Context: an optimization exercise on an open-source flow, tuned for small area. The choices shown serve that exercise and are no tape-out recipe.
Where RTL was checked, it was by simulation tests only, not by an equivalence proof against the original.
Power is estimated from default activity; no workload was simulated.

== the baseline ==
==> module powlib_ipmaxi_rd, before the edit <==
module powlib_ipmaxi_rd #(
   parameter int MAX_BURST = 128,
   parameter     ID        = "IPMAXI_RD",
   parameter int EAR       = 0,
   parameter int EDBG      = 0,
   parameter int B_BPD     = 4,
   parameter int B_AW      = 32,
   localparam int B_DW     = 8*B_BPD
) (
   input  logic            clk,
   input  logic            rst,
   input  logic [B_AW-1:0] wraddr,
   input  logic [B_DW-1:0] wrdata,
   input  logic            wrvld,
   output logic            wrrdy,
   output logic            wrnf,
   output logic [B_AW-1:0] rdaddr,
   output logic [B_DW-1:0] rddata,
   output logic [1:0]      rdresp,
   output logic            rdvld,
   input  logic            rdrdy,
   output logic [B_AW-1:0] araddr,
   output logic [7:0]      arlen,
   output logic [2:0]      arsize,
   output logic [1:0]      arburst,
   output logic            arvalid,
   input  logic            arready,
   input  logic [B_DW-1:0] rdata,
   input  logic [1:0]      rresp,
   input  logic            rlast,
   input  logic            rvalid,
   output logic            rready
);
   localparam logic [7:0] PTAG = 8'(EAR) ^ 8'(EDBG) ^ 8'($bits(ID)) ^ 8'(MAX_BURST);
   logic unused_ptag_s;
   assign unused_ptag_s = ^PTAG;
   logic [29:0] hd_addr_q;
   logic [31:0] hd_len_q;
   logic        hd_vld_q;
   logic [29:0] fq_addr_q [7];
   logic [31:0] fq_len_q  [7];
   logic [2:0]  fq_cnt_q;
   logic [29:0] af_addr_q [4];
   logic [2:0]  af_cnt_q;
   logic [6:0]  boff_q;
   logic [6:0]  off_s;
   logic [7:0]  lim_s;
   logic [6:0]  lenm1_s;
   logic        zero_s, short_s, last_s, af_full_s;
   logic        arvalid_s, ar_hs_s, pop_s, push_s, push_hd_s, push_fq_s, fq_take_s;
   logic        beat_s, af_pop_s;
   logic [29:0] next_addr_s, fq_head_addr_s;
   logic [31:0] next_len_s, fq_head_len_s;
   logic [7:0]  lo_sum_s;
   assign off_s     = (&hd_addr_q[9:7]) ? hd_addr_q[6:0] : 7'd0;
   assign lim_s     = 8'd128 - {1'b0, off_s};
   assign zero_s    = (hd_len_q == 32'd0);
   assign short_s   = (hd_len_q[31:7] == 25'd0) && (hd_len_q[6:0] <= ~off_s) ;
   assign last_s    = (hd_len_q[31:8] == 24'd0) && (hd_len_q[7:0] <= lim_s);
   assign lenm1_s   = hd_len_q[6:0] - 7'd1;
   assign af_full_s = af_cnt_q[2];
   assign arvalid_s = hd_vld_q && !zero_s && !af_full_s;
   assign ar_hs_s   = arvalid_s && arready;
   assign pop_s     = hd_vld_q && (zero_s || (arready && !af_full_s && last_s));
   assign push_s    = wrvld && !(hd_vld_q && (fq_cnt_q == 3'd7));
   assign push_hd_s = push_s && (fq_cnt_q == 3'd0) && (!hd_vld_q || pop_s);
   assign push_fq_s = push_s && !push_hd_s;
   assign fq_take_s = pop_s && (fq_cnt_q != 3'd0);
   assign next_addr_s = (&hd_addr_q[9:7]) ? {hd_addr_q[29:10] + 20'd1, 10'd0}
                                          : {hd_addr_q[29:10], hd_addr_q[9:7] + 3'd1, hd_addr_q[6:0]};
   assign lo_sum_s    = {1'b0, hd_len_q[6:0]} + {1'b0, off_s};
   assign next_len_s  = {lo_sum_s[7] ? hd_len_q[31:7] : hd_len_q[31:7] - 25'd1, lo_sum_s[6:0]};
   assign fq_head_addr_s = fq_addr_q[fq_cnt_q - 3'd1];
   assign fq_head_len_s  = fq_len_q[fq_cnt_q - 3'd1];
   assign beat_s   = rvalid && rdrdy && (af_cnt_q != 3'd0);
   assign af_pop_s = beat_s && rlast;
   always_ff @(posedge clk or negedge rst) begin
      if (!rst) begin
         hd_vld_q <= 1'b0;
         fq_cnt_q <= 3'd0;
         af_cnt_q <= 3'd0;
         boff_q   <= 7'd0;
      end else begin
         if (push_hd_s) begin
            hd_vld_q <= 1'b1;
         end else if (pop_s && (fq_cnt_q == 3'd0)) begin
            hd_vld_q <= 1'b0;
         end
         case ({push_fq_s, fq_take_s})
            2'b10:   fq_cnt_q <= fq_cnt_q + 3'd1;
            2'b01:   fq_cnt_q <= fq_cnt_q - 3'd1;
            default: ;
         endcase
         case ({ar_hs_s, af_pop_s})
            2'b10:   af_cnt_q <= af_cnt_q + 3'd1;
            2'b01:   af_cnt_q <= af_cnt_q - 3'd1;
            default: ;
         endcase
         if (beat_s) begin
            boff_q <= rlast ? 7'd0 : boff_q + 7'd1;
         end
      end
   end
   always_ff @(posedge clk) begin
      if (fq_take_s) begin
         hd_addr_q <= fq_head_addr_s;
         hd_len_q  <= fq_head_len_s;
      end else if (push_hd_s) begin
         hd_addr_q <= wraddr[31:2];
         hd_len_q  <= wrdata;
      end else if (ar_hs_s) begin
         hd_addr_q <= next_addr_s;
         hd_len_q  <= next_len_s;
      end
   end
   logic fq_ld_s, fq_hold_s;
   assign fq_ld_s   = push_fq_s;
   assign fq_hold_s = !wrvld || (hd_vld_q ? ((fq_cnt_q == 3'd7) || ((fq_cnt_q == 3'd0) && pop_s)) : 1'b1);
   always_ff @(posedge clk) begin
      fq_addr_q[0] <= (wraddr[31:2] & {30{fq_ld_s}}) | (fq_addr_q[0] & {30{fq_hold_s}});
      fq_len_q[0]  <= (wrdata & {32{fq_ld_s}}) | (fq_len_q[0] & {32{fq_hold_s}});
      for (int i = 1; i < 7; i++) begin
         fq_addr_q[i] <= (fq_addr_q[i-1] & {30{fq_ld_s}}) | (fq_addr_q[i] & {30{fq_hold_s}});
         fq_len_q[i]  <= (fq_len_q[i-1] & {32{fq_ld_s}}) | (fq_len_q[i] & {32{fq_hold_s}});
      end
   end
   always_ff @(posedge clk) begin
      if (ar_hs_s) begin
         af_addr_q[0] <= hd_addr_q;
         for (int i = 1; i < 4; i++) begin
            af_addr_q[i] <= af_addr_q[i-1];
         end
      end
   end
   logic [29:0] af_head_s;
   assign af_head_s = af_addr_q[af_cnt_q[1:0] - 2'd1];
   assign wrrdy   = !(hd_vld_q && (fq_cnt_q == 3'd7));
   assign wrnf    = !hd_vld_q || (fq_cnt_q <= 3'd5);
   assign arvalid = arvalid_s;
   assign araddr  = {hd_addr_q, 2'b00};
   assign arlen   = {1'b0, short_s ? lenm1_s : ~off_s};
   assign arsize  = 3'd2;
   assign arburst = 2'b01;
   assign rdvld   = rvalid;
   assign rddata  = rdata;
   assign rdresp  = rresp;
   assign rready  = rdrdy;
   assign rdaddr  = {af_head_s[29:10], af_head_s[9:0] + {3'd0, boff_q}, 2'b00};
endmodule
clock: 10.0 ns
lec_check: 0
cap_margin: 20
core_margin: 2
core_utilization: 60
cts_buf_list: sky130_fd_sc_hd__clkbuf_4
cts_cluster_diameter: 50
cts_cluster_size: 8
slew_margin: 20
standard.sh (not shown) runs the stock make flow with config.mk's settings and CLKGATE_MAP_FILE= SYNTH_SCRIPT=/design/flow/synth_recipe.tcl, a recipe that flattens the netlist after the stock synthesis.
==> flow/flow/run.sh <==
#!/bin/bash
set -euo pipefail
export BUFFER_PORTS_ARGS="-buffer_cell sky130_fd_sc_hd__buf_1"
bash standard.sh > standard_flow.log 2>&1
## Diff of input files: the candidate against the baseline
--- a/flow/design.v
+++ b/flow/design.v
@@ -100,21 +100,35 @@
             boff_q <= rlast ? 7'd0 : boff_q + 7'd1;
          end
       end
    end
-   always_ff @(posedge clk) begin
-      if (fq_take_s) begin
-         hd_addr_q <= fq_head_addr_s;
-         hd_len_q  <= fq_head_len_s;
-      end else if (push_hd_s) begin
-         hd_addr_q <= wraddr[31:2];
-         hd_len_q  <= wrdata;
-      end else if (ar_hs_s) begin
-         hd_addr_q <= next_addr_s;
-         hd_len_q  <= next_len_s;
+   logic        hd_take_s, hd_in_s, hd_nx_s, hd_hold_s;
+   logic        fq_ld_s, fq_hold_s, af_ld_s, af_hold_s;
+   logic [6:0]  fq_sel_s;
+   logic [29:0] hd_addr_d;
+   logic [31:0] hd_len_d;
+   assign hd_in_s   = push_hd_s;
+   assign hd_nx_s   = ar_hs_s && !last_s;
+   assign hd_hold_s = hd_vld_q && !zero_s && (!arready || (af_cnt_q == 3'd4));
+   always_comb begin
+      for (int k = 0; k < 7; k++) begin
+         fq_sel_s[k] = pop_s && (fq_cnt_q == 3'(k + 1));
       end
    end
-   logic fq_ld_s, fq_hold_s;
+   always_comb begin
+      hd_addr_d = (wraddr[31:2] & {30{hd_in_s}}) | (next_addr_s & {30{hd_nx_s}})
+                | (hd_addr_q & {30{hd_hold_s}});
+      hd_len_d  = (wrdata & {32{hd_in_s}}) | (next_len_s & {32{hd_nx_s}})
+                | (hd_len_q & {32{hd_hold_s}});
+      for (int k = 0; k < 7; k++) begin
+         hd_addr_d = hd_addr_d | (fq_addr_q[k] & {30{fq_sel_s[k]}});
+         hd_len_d  = hd_len_d | (fq_len_q[k] & {32{fq_sel_s[k]}});
+      end
+   end
+   always_ff @(posedge clk) begin
+      hd_addr_q <= hd_addr_d;
+      hd_len_q  <= hd_len_d;
+   end
    assign fq_ld_s   = push_fq_s;
    assign fq_hold_s = !wrvld || (hd_vld_q ? ((fq_cnt_q == 3'd7) || ((fq_cnt_q == 3'd0) && pop_s)) : 1'b1);
    always_ff @(posedge clk) begin
       fq_addr_q[0] <= (wraddr[31:2] & {30{fq_ld_s}}) | (fq_addr_q[0] & {30{fq_hold_s}});
@@ -123,14 +137,14 @@
          fq_addr_q[i] <= (fq_addr_q[i-1] & {30{fq_ld_s}}) | (fq_addr_q[i] & {30{fq_hold_s}});
          fq_len_q[i]  <= (fq_len_q[i-1] & {32{fq_ld_s}}) | (fq_len_q[i] & {32{fq_hold_s}});
       end
    end
+   assign af_ld_s   = ar_hs_s;
+   assign af_hold_s = !arready || !hd_vld_q || zero_s || (af_cnt_q == 3'd4);
    always_ff @(posedge clk) begin
-      if (ar_hs_s) begin
-         af_addr_q[0] <= hd_addr_q;
-         for (int i = 1; i < 4; i++) begin
-            af_addr_q[i] <= af_addr_q[i-1];
-         end
+      af_addr_q[0] <= (hd_addr_q & {30{af_ld_s}}) | (af_addr_q[0] & {30{af_hold_s}});
+      for (int i = 1; i < 4; i++) begin
+         af_addr_q[i] <= (af_addr_q[i-1] & {30{af_ld_s}}) | (af_addr_q[i] & {30{af_hold_s}});
       end
    end
    logic [29:0] af_head_s;
    assign af_head_s = af_addr_q[af_cnt_q[1:0] - 2'd1];
## What came out
- The cell count in the candidate was lower than what the baseline gave.
- Fraction of the yosys area taken by sequential cells is lower on the candidate
- Going from the baseline to the candidate, clock transition at the registers of the reported paths neither gained nor lost much; synthesized cell count +1.4%; internal power contribution saw a decrease; routed length on met1 went down 1.6%; non-clock buffer count rose 19.
- Lower final instance area among the candidate and the baseline: the candidate
- Min time the worst path needs with I/O delays and setup across the candidate and the baseline: the candidate
- Taking the baseline as the reference point, the count of clock-buffer cells in the layout of the candidate falls by about 22%.
- Data-path buffer share of cell area in the final layout, the candidate and the baseline: lower on the baseline
- Fraction of standard cell area that is sequential: the candidate lower than the baseline
Only the layout flow was run in the baseline; the RTL was not checked for function there.

-- separate check: timing with driven ports --
The flow's constraints put no driver on any port. The routed layouts listed below were extracted and timed again, unchanged, in two steps. Step 1 sets driving cells, clkbuf_16 on the clock port and buf_2 on the other inputs (assumed; they add their load-dependent delay and slew). Step 2 also shifts input and output timing later by t, the mid clock arrival at the registers, as if the neighbouring blocks saw the same clock. a / b / c = ideal ports / drivers / drivers and shift; a / b = the first two.
| run | t, ns | slack for setup (ns) | hold slack, ns | clock arrival spread, ns | worst slew at a driven data input, ns |
|---|---|---|---|---|---|
| the baseline | 0.877 | 3.409 / 3.355 / 3.654 | 0.446 / 0.446 / 0.446 | 0.053 / 0.052 | 0.12 |
| the candidate | 0.899 | 3.656 / 3.599 / 4.498 | 0.463 / 0.463 / 0.463 | 0.049 / 0.049 | 0.10 |
After both steps setup and hold are still met in every run listed.
